This is an optimization exercise on Yosys and OpenROAD, whose aim is small area and a short achievable clock period, not a production implementation.
Function was not checked in any run shown here: the RTL went through the layout flow alone.
No activity file was given, so power comes from the tool's default toggle rates.

==> flow/design.v, too long to show whole: its modules and the start of the top module <==
// module wallace_mul: 5679 lines
module wallace_mul (
	input  logic                  clk,
	input  logic                  rst_n,
	input  logic                  in_valid,
	input  logic [31:0]           a,
	input  logic [31:0]           b,
	output logic [63:0]           product,
	output logic                  out_valid
);
  // ...
==> flow/flow/run.sh <==
#!/bin/bash
# Standard layout, with one netlist step between synthesis and floorplan:
# fapol.py removes the inverters Yosys leaves around its full-adder cells
# (a full adder is self-dual, so it can work on complemented nets instead),
# and the port buffers are buf_4 cells.
set -euo pipefail
# Port buffers: a plain buffer, not the delay cell buffer_ports picks by default
export BUFFER_PORTS_ARGS="-buffer_cell sky130_fd_sc_hd__buf_4"
W=$PWD
R=$W/orfs/results/$FLOW_PLATFORM/wallace_mul/base
bash standard.sh $R/1_2_yosys.v > $W/synth.log 2>&1
cp $R/1_2_yosys.v $W/1_2_yosys.std.v
python3 $W/flow/fapol.py $W/1_2_yosys.std.v $R/1_2_yosys.v > $W/fapol.log 2>&1
bash standard.sh > $W/layout.log 2>&1
==> flow/flow/fapol.py <==
#!/usr/bin/env python3
"""Remove inverters around full-adder cells in a mapped sky130hd netlist.

A full adder is self-dual: FA(~a,~b,~c) = (~cout, ~sum).  Yosys's extract_fa often
picks the complemented form and leaves inverters between adder cells.  This script
chooses, for every fa cell, whether to use it complemented, so as to need as few
inverters as possible, and swaps xor2/xnor2 (xor3/xnor3) drivers whose every load
wants the other polarity.  Registers and ports are untouched.

Usage: fapol.py IN.v OUT.v
"""
import re, sys, random
from collections import defaultdict

src = open(sys.argv[1]).read()
m = re.search(r'\bmodule\s+(\S+)\s*\((.*?)\);', src, re.S)
ports = set(p.strip() for p in m.group(2).split(','))
body_start = src.index(';', m.end() - 1) + 1
endm = src.rindex('endmodule')

inst_re = re.compile(r'^\s*(sky130_fd_sc_hd__\w+)\s+(\S+)\s*\((.*?)\);\s*$', re.S | re.M)
pin_re = re.compile(r'\.(\w+)\(\s*([^()]*?)\s*\)')
OUTPINS = {'X', 'Y', 'Q', 'Q_N', 'SUM', 'COUT', 'HI', 'LO', 'GCLK'}

cells = []          # [type, name, [(pin, net)]]
first = None
last = None
for mm in inst_re.finditer(src, body_start, endm):
    if first is None:
        first = mm.start()
    last = mm.end()
    cells.append([mm.group(1), mm.group(2), pin_re.findall(mm.group(3))])
header = src[:first]
# anything between instances other than whitespace would be lost: check
rest = inst_re.sub('', src[first:last])
assert rest.strip() == '', rest.strip()[:200]
trailer = src[last:]


def base(t):
    return re.sub(r'_\d+$', '', t.replace('sky130_fd_sc_hd__', ''))


def portnet(n):
    return n.split('[')[0].lstrip('\\').strip() in ports or n in ports


driver = {}
for i, (t, name, pins) in enumerate(cells):
    for p, n in pins:
        if p in OUTPINS:
            driver[n] = (i, p)

removable = set()
for i, (t, name, pins) in enumerate(cells):
    if base(t) in ('inv', 'clkinv'):
        d = dict(pins)
        if not portnet(d['Y']) and not portnet(d['A']):
            removable.add(i)


def root(n):
    q = 0
    while n in driver and driver[n][0] in removable:
        n = dict(cells[driver[n][0]][2])['A']
        q ^= 1
    return n, q


isfa = [base(t) == 'fa' for t, _, _ in cells]
x = [0] * len(cells)
fixed = set()
# sinks per root: list of (cell, pin index, parity)
sinks = defaultdict(list)
port_roots = set()
for i, (t, name, pins) in enumerate(cells):
    if i in removable:
        continue
    for k, (p, n) in enumerate(pins):
        if p in OUTPINS:
            continue
        r, q = root(n)
        sinks[r].append((i, k, q))
# ports that are outputs read a net; keep the polarity of their drivers
for n in list(driver):
    if portnet(n):
        r, q = root(n)
        port_roots.add(r)
        if driver[r][0] is not None:
            fixed.add(driver[r][0])
swappable = {'xor2': 'xnor2', 'xnor2': 'xor2', 'xor3': 'xnor3', 'xnor3': 'xor3'}
swap = [0] * len(cells)


def drv_flip(r):
    d = driver.get(r)
    if d is None:
        return 0
    return x[d[0]]


def need(r):
    """(needs true, needs complement) at root r, physical."""
    nt = nc = 0
    dx = drv_flip(r)
    for (i, k, q) in sinks[r]:
        if q ^ x[i] ^ dx:
            nc = 1
        else:
            nt = 1
    return nt, nc


def cost_root(r):
    nt, nc = need(r)
    if not nc:
        return 0
    d = driver.get(r)
    if d is not None and not nt and base(cells[d[0]][0]) in swappable and r not in port_roots:
        return 0.001  # swap the driver instead of adding an inverter
    return 1


def roots_of(i):
    rs = set()
    for p, n in cells[i][2]:
        if p in OUTPINS:
            rs.add(n)
        else:
            rs.add(root(n)[0])
    return rs


fa_idx = [i for i in range(len(cells)) if isfa[i] and i not in fixed and i not in removable]
rofs = {i: roots_of(i) for i in fa_idx}
total0 = sum(cost_root(r) for r in sinks)
random.seed(1)
for it in range(20):
    changed = 0
    order = list(fa_idx)
    random.shuffle(order)
    for i in order:
        rs = rofs[i]
        before = sum(cost_root(r) for r in rs)
        x[i] ^= 1
        after = sum(cost_root(r) for r in rs)
        if after < before - 1e-9:
            changed += 1
        else:
            x[i] ^= 1
    if not changed:
        break
total1 = sum(cost_root(r) for r in sinks)

# ---------------------------------------------------------------- rewrite
out_cells = []
new_wires = []
inv_net = {}
ninv = 0
nswap = 0
for r in sinks:
    nt, nc = need(r)
    if not nc:
        continue
    d = driver.get(r)
    if d is not None and not nt and base(cells[d[0]][0]) in swappable and r not in port_roots:
        swap[d[0]] = 1
        nswap += 1
        continue
    nm = '_fapol_n%d_' % len(inv_net)
    inv_net[r] = nm
    new_wires.append(nm)
for i, (t, name, pins) in enumerate(cells):
    if i in removable:
        continue
    if swap[i]:
        b = base(t)
        t = t.replace('__' + b + '_', '__' + swappable[b] + '_')
        ren = {'xnor2': {'Y': 'X'}, 'xor2': {'X': 'Y'}}.get(b, {})
        pins = [(ren.get(p, p), n) for p, n in pins]
    newpins = []
    for p, n in pins:
        if p not in OUTPINS:
            r, q = root(n)
            dx = drv_flip(r)
            if q ^ x[i] ^ dx:
                if r in inv_net:
                    n = inv_net[r]
                else:
                    n = r   # driver was swapped
            else:
                n = r
        newpins.append((p, n))
    if x[i]:
        # complemented adder: swap nothing, the polarity is carried by its nets
        pass
    out_cells.append((t, name, newpins))
for r, nm in inv_net.items():
    ninv += 1
    out_cells.append(('sky130_fd_sc_hd__inv_1', '_fapol_i%d_' % ninv, [('A', r), ('Y', nm)]))

# nets whose sinks and drivers all vanished stay declared; harmless
hdr = header.rstrip() + '\n' + ''.join('  wire %s;\n' % w for w in new_wires)
o = [hdr]
for t, name, pins in out_cells:
    o.append('  %s %s (\n%s\n  );\n' % (t, name, ',\n'.join('    .%s(%s)' % (p, n + (' ' if n.startswith('\\') else '')) for p, n in pins)))
o.append(trailer)
open(sys.argv[2], 'w').write(''.join(o))
print('fapol: inverters removable %d, adders %d flipped %d, inverters after %d, xor swaps %d (cost %.0f -> %.0f)'
      % (len(removable), len(fa_idx), sum(x), ninv, nswap, total0, total1), file=sys.stderr)
==> flow/standard.sh <==
#!/bin/bash
# synth_recipe.tcl (not shown) runs the flow's synth.tcl, then flattens the netlist and writes it again
# the make line also repeats each setting of config.mk as NAME=value (left out here)
make -C /OpenROAD-flow-scripts/flow DESIGN_CONFIG=/design/flow/config.mk WORK_HOME=/design/flow/orfs CLKGATE_MAP_FILE= SYNTH_SCRIPT=/design/flow/synth_recipe.tcl "${@:-finish}"
==> flow/config.mk <==
export PLATFORM = sky130hd
export DESIGN_NAME = wallace_mul
export DESIGN_NICKNAME = wallace_mul
export VERILOG_FILES = /design/flow/design.v
export SDC_FILE = /design/flow/constraint.sdc
export NUM_CORES = 4
export LEC_CHECK = 0
export CAP_MARGIN = 20
export CORE_MARGIN = 2
export CORE_UTILIZATION = 40
export SETUP_SLACK_MARGIN = 0.8
export SLEW_MARGIN = 20
==> flow/constraint.sdc <==
create_clock -name core_clock -period 3.5 [get_ports {clk}]
set_input_delay 0.7000 -clock core_clock [delete_from_list [all_inputs] [get_ports {clk}]]
set_output_delay 0.7000 -clock core_clock [all_outputs]
set_load 0.01 [all_outputs]
==> results.ini, run 1 <==
[place]
routabilityCongestion=0.8843
placed_area_mm2=0.03883
port-buffer-count=131

[setup_path]
worstPathCellList=buf_12 -> a22oi_2 -> xor2_2 -> fa_1 -> fa_1 -> fa_1
end_kind=register
cp_data_required_time_ns=4.01
critPathLaunch=ra110

[clocking]
post_cts_buffers=18
cts-resized-gates=55
numCtsBuffers=70
postCtsHoldBufs=1
cts_tree=done

[cells_and_area]
multi_input_area_mm2=0.02236
final_util=0.4888
layout_common_cells=dfxtp_1 (582), a22oi_1 (476), fa_1 (448)
seqCellArea_mm2=0.01263

[pwr]
sw_frac_of_total=0.3803
p_switching_uw=14710
powerComb_uw=18700
powerClk_uw=7710

[synthesis]
syn_area_mm2=0.03584

[die]
num_rows=109
die_x_um=303.3
tap_cells=1165

[detailed_routing]
dr_wl_met2_um=49940
via_count=25724
wl_met3_um=17060
m1WireLength_um=45010

[min_path]
worstHoldPathCells=1
hold-path-endpoint=ra112

[global_routing]
grt_pass1_vias=25816
grt_pass1_wl_um=162600
gr-max-usage-layer=met2
grt.total_usage=0.2369

[run_status]
status=no timing/DRC/antenna violations

[timing]
slew_viol_final=0
fmax_mhz=368.5

==> run 2, diff against run 1 <==
--- a/flow/config.mk
+++ b/flow/config.mk
@@ -6,4 +6,5 @@
 export NUM_CORES = 4
 export LEC_CHECK = 0
+export ABC_AREA = 1
 export CAP_MARGIN = 20
 export CORE_MARGIN = 2
==> run 2 against run 1 <==
Still clean on timing, DRC and antenna. Combinational power is 12% higher. Power rose by 5.0%. Area after synthesis increased by 3.6%. Die area is 3.6% higher. Flip-flop and latch count is the same. Count of clock-buffer cells in the layout decreased by 3. Cell count is 16% higher. Critical endpoint is now r1515. Highest routed layer unchanged.
==> results.ini, run 2 <==
[setup_path]
cp_max_fo=8  ; was 17
worstSetupStartpointType=register  ; unchanged
crit_path_max_incr_delay_ns=0.57  ; was 0.51 ns
r2r_cells=8  ; was 6
r2r_setup_slack_ns=0.71  ; was 0.79 ns
worst_path_dominant_cell_family=adder cells  ; unchanged
slowest_stage=fa_2  ; was fa_1
path_class=reg2reg  ; unchanged
worstPathCellList=clkinvlp_4 -> buf_12 -> buf_12 -> o22ai_4 -> xor2_1 -> fa_1 -> fa_2 -> fa_1  ; was buf_12 -> a22oi_2 -> xor2_2 -> fa_1 -> fa_1 -> fa_1
cp_data_required_time_ns=4.03  ; was 4.01 ns
r2r-end=r1515  ; was r1535
crit_buf_inv=3  ; was 1
timing.critical_path.depth=8  ; was 6
cp.arrival_ns=3.32  ; was 3.22 ns
reg2reg_from=ra89  ; was ra110
end_kind=register  ; unchanged

[detailed_routing]
viasPerCell=5.618  ; was 5.829
via_count=28729  ; was 25,724
wl_um=127300  ; was 119,600 µm
drt-initial-drc-count=3846  ; was 3,816
drtPass1Iterations=7  ; was 9
routedWlPerCell_um=24.90  ; was 27.11 µm
ant_nets=0  ; unchanged
drc_errors=0  ; unchanged

[global_routing]
grt_pass1_vias=28011  ; was 25,816
grt.total_usage=0.2535  ; was 0.2369
antenna_found_initial=5  ; was 9
grt_max_degree=50  ; unchanged
grt_pass1_wl_um=179200  ; was 162,600 µm
grt.overflow.total=0  ; unchanged

[clocking]
cts_tree=done  ; unchanged
numCtsBuffers=70  ; unchanged
clk_latency_ns=0.68  ; was 0.66 ns
root_buffer=clkbuf_16  ; unchanged
htree_num_levels=3  ; unchanged
clk_pin_slew_ns=0.06  ; about the same
cts_sinks=624  ; unchanged
max-clock-path-buffers=3  ; unchanged

[run]
cap_violations=0  ; unchanged

[timing]
setup-tns-final_ns=0  ; unchanged
hold_violations=0  ; unchanged
finClkSkew_ns=0.04383  ; was 0.04441 ns
fmax_mhz=358.3  ; was 368.5 MHz
setup_viol=0  ; unchanged
period_share=0.7973  ; was 0.7753
rsz0062_at_grt=true  ; unchanged
worst_pin_slew_ns=0.5768  ; was 0.4819 ns
slew_viol_final=0  ; unchanged
period_needed_ns=2.791  ; was 2.714 ns
relSlewSlack=0.6127  ; was 0.6753

[synthesis]
avgSynthCellArea_um2=10.18  ; was 11.65 µm²
syn_nets=4304  ; was 3,731
yosys_warnings=1  ; unchanged
syn_area_mm2=0.03715  ; was 0.03584 mm²
syn_inst=3650  ; was 3,077

[cells_and_area]
finalNetCount=4470  ; was 3,842
top_register=product  ; unchanged
area_delta_synth_final_pct=21.56  ; was 20.90%
layout_common_cells=dfxtp_1 (584), nand2_1 (465), o22ai_1 (413)  ; was dfxtp_1 (582), a22oi_1 (476), fa_1 (448)
largest_reg_flops=64  ; unchanged
final_area_mm2=0.04516  ; was 0.04333 mm²
fin_cells=5114  ; was 4,413
drive_above_1_share=0.1982  ; was 0.1807
top_regs=product: 64 flops, vld: 5 flops  ; unchanged
layout_commonest_cell=dfxtp_1  ; unchanged

[min_path]
worstHoldPathCells=1  ; unchanged
min_from=a[7]  ; was a[30]
hold_class=in2reg  ; unchanged
hold-path-endpoint=ra89  ; was ra112

[pwr]
pwr_density_cell_mw_per_mm2=899.5  ; was 892.7 mW/mm²
power_leakage_uw=0.01946  ; was 0.01724 µW
finalPower_uw=40620  ; was 38,680 µW
vdd_drop_max_uv=447.1  ; was 574.5 µV

[die]
dieArea_mm2=0.09532  ; was 0.09201 mm²
ios=132  ; unchanged
num_rows=111  ; was 109
start_util=0.4046  ; was 0.4043
coreArea_mm2=0.09180  ; was 0.08865 mm²
die_x_um=308.7  ; was 303.3 µm
die_y_um=308.7  ; was 303.3 µm

[place]
routabilityCongestion=0.9378  ; was 0.8843
dp.cells=4918  ; was 4,203
dp_hpwl_um=84900  ; was 70,100 µm
placed_area_mm2=0.04020  ; was 0.03883 mm²
port-buffer-count=131  ; unchanged

[run_status]
status=no timing/DRC/antenna violations  ; unchanged

## run 2: worst max-delay path by stage
stage,start,to
2_1_floorplan,rn40,r1574
4_1_cts,ra112,r1644
3_5_place_dp,ra112,r1551
3_3_place_gp,ra112,r1551
6_report,ra89,r1515
5_1_grt,ra89,r1515
## run 2: metal layers
metal / global-route usage / share of wire / vias to the layer above
met5: 0 / 0.0011 / -
met4: 0.1248 / 0.063 / 10
met3: 0.09112 / 0.15 / 643
met2: 0.3677 / 0.41 / 2164
met1: 0.3339 / 0.38 / 13783
li1: - / - / 12129
## run 2: where the power goes
group,internal (µW),switching (µW),total (µW)
registers,10700,1440,12200
clock network,4420,3200,7610
logic,8350,12500,20900
## run 2: what timing repair did
item,CTS,global route
buffers inserted,30,19
setup endpoints to repair,142,94
hold buffers,1,0
pin swaps,56,102
endpoints found under the hold margin,5,0
resized for setup,157,220
gates cloned,0,19
## run 2: worst register-to-register path, stage by stage (launching register included)
cell and delay (ns):
dfxtp_4 0.38, clkinvlp_4 0.14, buf_12 0.17, buf_12 0.16
o22ai_4 0.10, xor2_1 0.21, fa_1 0.50, fa_2 0.57
fa_1 0.41
## run 2: per-stage QoR
| stage | worst slack, ns | hold slack [ns] | util |
|---|---|---|---|
| 5_1_grt | 0.6862 | 0.1112 | 0.4919 |
| 3_5_place_dp | 0.3945 | 0.3121 | 0.4379 |
| 6_report | 0.7094 | 0.1281 | 0.4919 |
| 4_1_cts | 0.7508 | 0.09499 | 0.4742 |
| 3_3_place_gp | 0.4566 | 0.3109 | 0.4379 |
| 2_1_floorplan | 0.8022 | 0.3096 | - |
## run 2: layout make-up
| cell class | count | area, µm² |
|---|---|---|
| fill | 8199 | 46650 |
| multi-input combinational | 2417 | 23310 |
| sequential | 624 | 12580 |
| timing repair buffer | 341 | 3870 |
| clock buffer | 84 | 1864 |
| tap | 1243 | 1555 |
| inverter | 362 | 1431 |
| clock inverter | 42 | 543.0 |
| antenna | 1 | 2.502 |
==> run 3, diff against run 2 <==
--- a/flow/config.mk
+++ b/flow/config.mk
@@ -6,8 +6,8 @@
 export NUM_CORES = 4
 export LEC_CHECK = 0
-export ABC_AREA = 1
 export CAP_MARGIN = 20
 export CORE_MARGIN = 2
-export CORE_UTILIZATION = 40
+export CORE_UTILIZATION = 55
+export CTS_BUF_LIST = sky130_fd_sc_hd__clkbuf_8
 export SETUP_SLACK_MARGIN = 0.8
 export SLEW_MARGIN = 20
==> run 3 against run 2 <==
Via count is 9.0% lower. Final area shrank 5.5%. Core utilization up 17 points. Critical path depth unchanged. Count of clock-buffer cells in the layout grew 37. Power fell by 6.7%. Critical endpoint is now r1604.
==> results.ini, run 3 <==
[min_path]
worstHoldPathCells=1  ; unchanged
min_from=a[9]  ; was a[7]
hold_class=in2reg  ; unchanged
hold-path-endpoint=ra91  ; was ra89

[synthesis]
avgSynthCellArea_um2=11.65  ; was 10.18 µm²
syn_area_mm2=0.03584  ; was 0.03715 mm²
syn_nets=3731  ; was 4,304
syn_inst=3077  ; was 3,650
yosys_warnings=1  ; unchanged

[setup_path]
r2r_setup_slack_ns=0.77  ; was 0.71 ns
cp_data_required_time_ns=4.09  ; was 4.03 ns
r2r-end=r1604  ; was r1515
end_kind=register  ; unchanged
r2r_cells=8  ; unchanged
path_class=reg2reg  ; unchanged
worstSetupStartpointType=register  ; unchanged
reg2reg_from=ra100  ; was ra89
cp_max_fo=18  ; was 8
cp.arrival_ns=3.32  ; about the same

[die]
die_y_um=259.3  ; was 308.7 µm
start_util=0.5559  ; was 0.4046
num_rows=93  ; was 111
coreArea_mm2=0.06446  ; was 0.09180 mm²
die_x_um=259.3  ; was 308.7 µm
ios=132  ; unchanged
dieArea_mm2=0.06722  ; was 0.09532 mm²

[cells_and_area]
finalNetCount=3865  ; was 4,470
layout_common_cells=dfxtp_1 (574), a22oi_1 (470), fa_1 (444)  ; was dfxtp_1 (584), nand2_1 (465), o22ai_1 (413)
area_delta_synth_final_pct=19.11  ; was 21.56%
layout_commonest_cell=dfxtp_1  ; unchanged
top_register=product  ; unchanged
final_util=0.6622  ; was 0.4919
final_area_mm2=0.04269  ; was 0.04516 mm²
drive_above_1_share=0.1939  ; was 0.1982
fin_cells=4148  ; was 5,114
top_regs=product: 64 flops, vld: 5 flops  ; unchanged
largest_reg_flops=64  ; unchanged

[timing]
finClkSkew_ns=0.06473  ; was 0.04383 ns
worst_pin_slew_ns=0.5376  ; was 0.5768 ns
hold_violations=0  ; unchanged
setup-tns-final_ns=0  ; unchanged
slew_viol_final=0  ; unchanged
rsz0062_at_grt=true  ; unchanged
relSlewSlack=0.6416  ; was 0.6127
period_needed_ns=2.734  ; was 2.791 ns
setup_viol=0  ; unchanged
period_share=0.7812  ; was 0.7973
fmax_mhz=365.8  ; was 358.3 MHz

[place]
port-buffer-count=131  ; unchanged
dp.cells=3907  ; was 4,918
placed_area_mm2=0.03829  ; was 0.04020 mm²
dp_hpwl_um=69540  ; was 84,900 µm
routabilityCongestion=0.9324  ; was 0.9378

[detailed_routing]
routedWlPerCell_um=28.07  ; was 24.90 µm
viasPerCell=6.304  ; was 5.618
via_count=26151  ; was 28,729
drt-initial-drc-count=3540  ; was 3,846
wl_um=116500  ; was 127,300 µm
drtPass1Iterations=6  ; was 7
drc_errors=0  ; unchanged
ant_nets=0  ; unchanged

[clocking]
clk_latency_ns=0.77  ; was 0.68 ns
cts_tree=done  ; unchanged
max-clock-path-buffers=3  ; unchanged
clk_pin_slew_ns=0.08  ; was 0.06 ns
root_buffer=clkbuf_8  ; was clkbuf_16
numCtsBuffers=99  ; was 70
cts_sinks=624  ; unchanged
htree_num_levels=3  ; unchanged

[run]
cap_violations=0  ; unchanged

[pwr]
power_leakage_uw=0.01729  ; was 0.01946 µW
vdd_drop_max_uv=479.8  ; was 447.1 µV
pwr_density_cell_mw_per_mm2=887.6  ; was 899.5 mW/mm²

[global_routing]
grt_pass1_vias=27151  ; was 28,011
grt.total_usage=0.3214  ; was 0.2535
grt_max_degree=34  ; was 50
grt.overflow.total=0  ; unchanged
antenna_found_initial=2  ; was 5
grt_pass1_wl_um=162600  ; was 179,200 µm

[run_status]
status=no timing/DRC/antenna violations  ; unchanged

-- run 3: what timing repair did --
item	in CTS	in global routing
setup endpoints to repair	150	94
buffers inserted	15	11
gates resized for setup	100	183
pin swaps	25	91
hold endpoints to repair	5	0
gates cloned	3	28
hold buffers	1	0
-- run 3: final cells by class --
class                           instances  area (µm²)
Clock inverter                         60       569.3
Fill cell                            5015       21780
Antenna cell                            2       5.005
Multi-Input combinational cell       2066       22510
Sequential cell                       624       12640
Inverter                               97       382.9
Tap cell                              855        1070
Clock buffer                          121        1665
Timing Repair Buffer                  323        3844
-- run 3: layer usage --
metal  share of wire  vias up  global-route usage
li1                -    10616                   -
met1            0.38    12863              0.4346
met2            0.41     2047              0.4735
met3            0.15      623             0.09598
met4           0.067        2              0.1552
met5         0.00042        -                   0
-- run 3: worst max path at each step --
stage	depth (start not counted)	start	end	slack, ns
floorplan	7	rn15	r1535	0.77
global placement	10	r1849	rl2143	0.42
detailed placement	10	r1849	rl2143	0.29
CTS	10	r1850	rl2144	0.73
global route	10	r1864	rl2144	0.68
finish	8	ra100	r1604	0.77
-- run 3: through the flow --
step / worst slack (ns) / hold WS, ns / total power (µW)
floorplan: 0.7656 / 0.3096 / 23800
global placement: 0.4205 / 0.3111 / 29510
detailed placement: 0.2907 / 0.3121 / 29920
CTS: 0.7349 / 0.001024 / 37340
global route: 0.6771 / 0.007378 / 41010
finish: 0.7659 / 0.03829 / 37890
-- run 3: critical path, cell delays in order (launching register included) --
cell and delay [ns]:
dfxtp_1 0.36, buf_6 0.24, a22oi_1 0.15, xnor2_1 0.17, fa_1 0.55, inv_1 0.05, fa_2 0.52, inv_1 0.07
fa_1 0.43
-- run 3: report_power, final --
| part | total (µW) | leakage, µW | switching (µW) | internal [µW] |
|---|---|---|---|---|
| clock network | 6830 | 0.00126 | 2930 | 3900 |
| logic | 18900 | 0.0107 | 10100 | 8710 |
| registers | 12200 | 0.00529 | 1440 | 10800 |

## port drivers added, routing unchanged
How much do the figures lean on ideal ports? The routed layouts below were timed once more, with nothing changed but the port constraints.
Step 1 sets driving cells, clkbuf_16 on the clock port and buf_2 on the other inputs (assumed; they add their load-dependent delay and slew).
Step 2 moves the port delays by t, midway between the first and last clock arrival at a register: inputs arrive t later, outputs are due t later. That takes back most of the time a late clock gives input paths.
Three values: ideal ports, drivers, drivers and shift; two values: the first two.
| run | shift t [ns] | setup WS [ns] | worst setup path after step 2 | pins driven straight from the clock port |
|---|---|---|---|---|
| run 1 | 0.710 | 0.786 / 0.786 / 0.786 | register to register | 1 |
| run 2 | 0.717 | 0.709 / 0.709 / 0.709 | register to register | 1 |
| run 3 | 0.802 | 0.766 / 0.766 / 0.766 | register to register | 1 |
After both steps setup and hold are still met in every run listed.
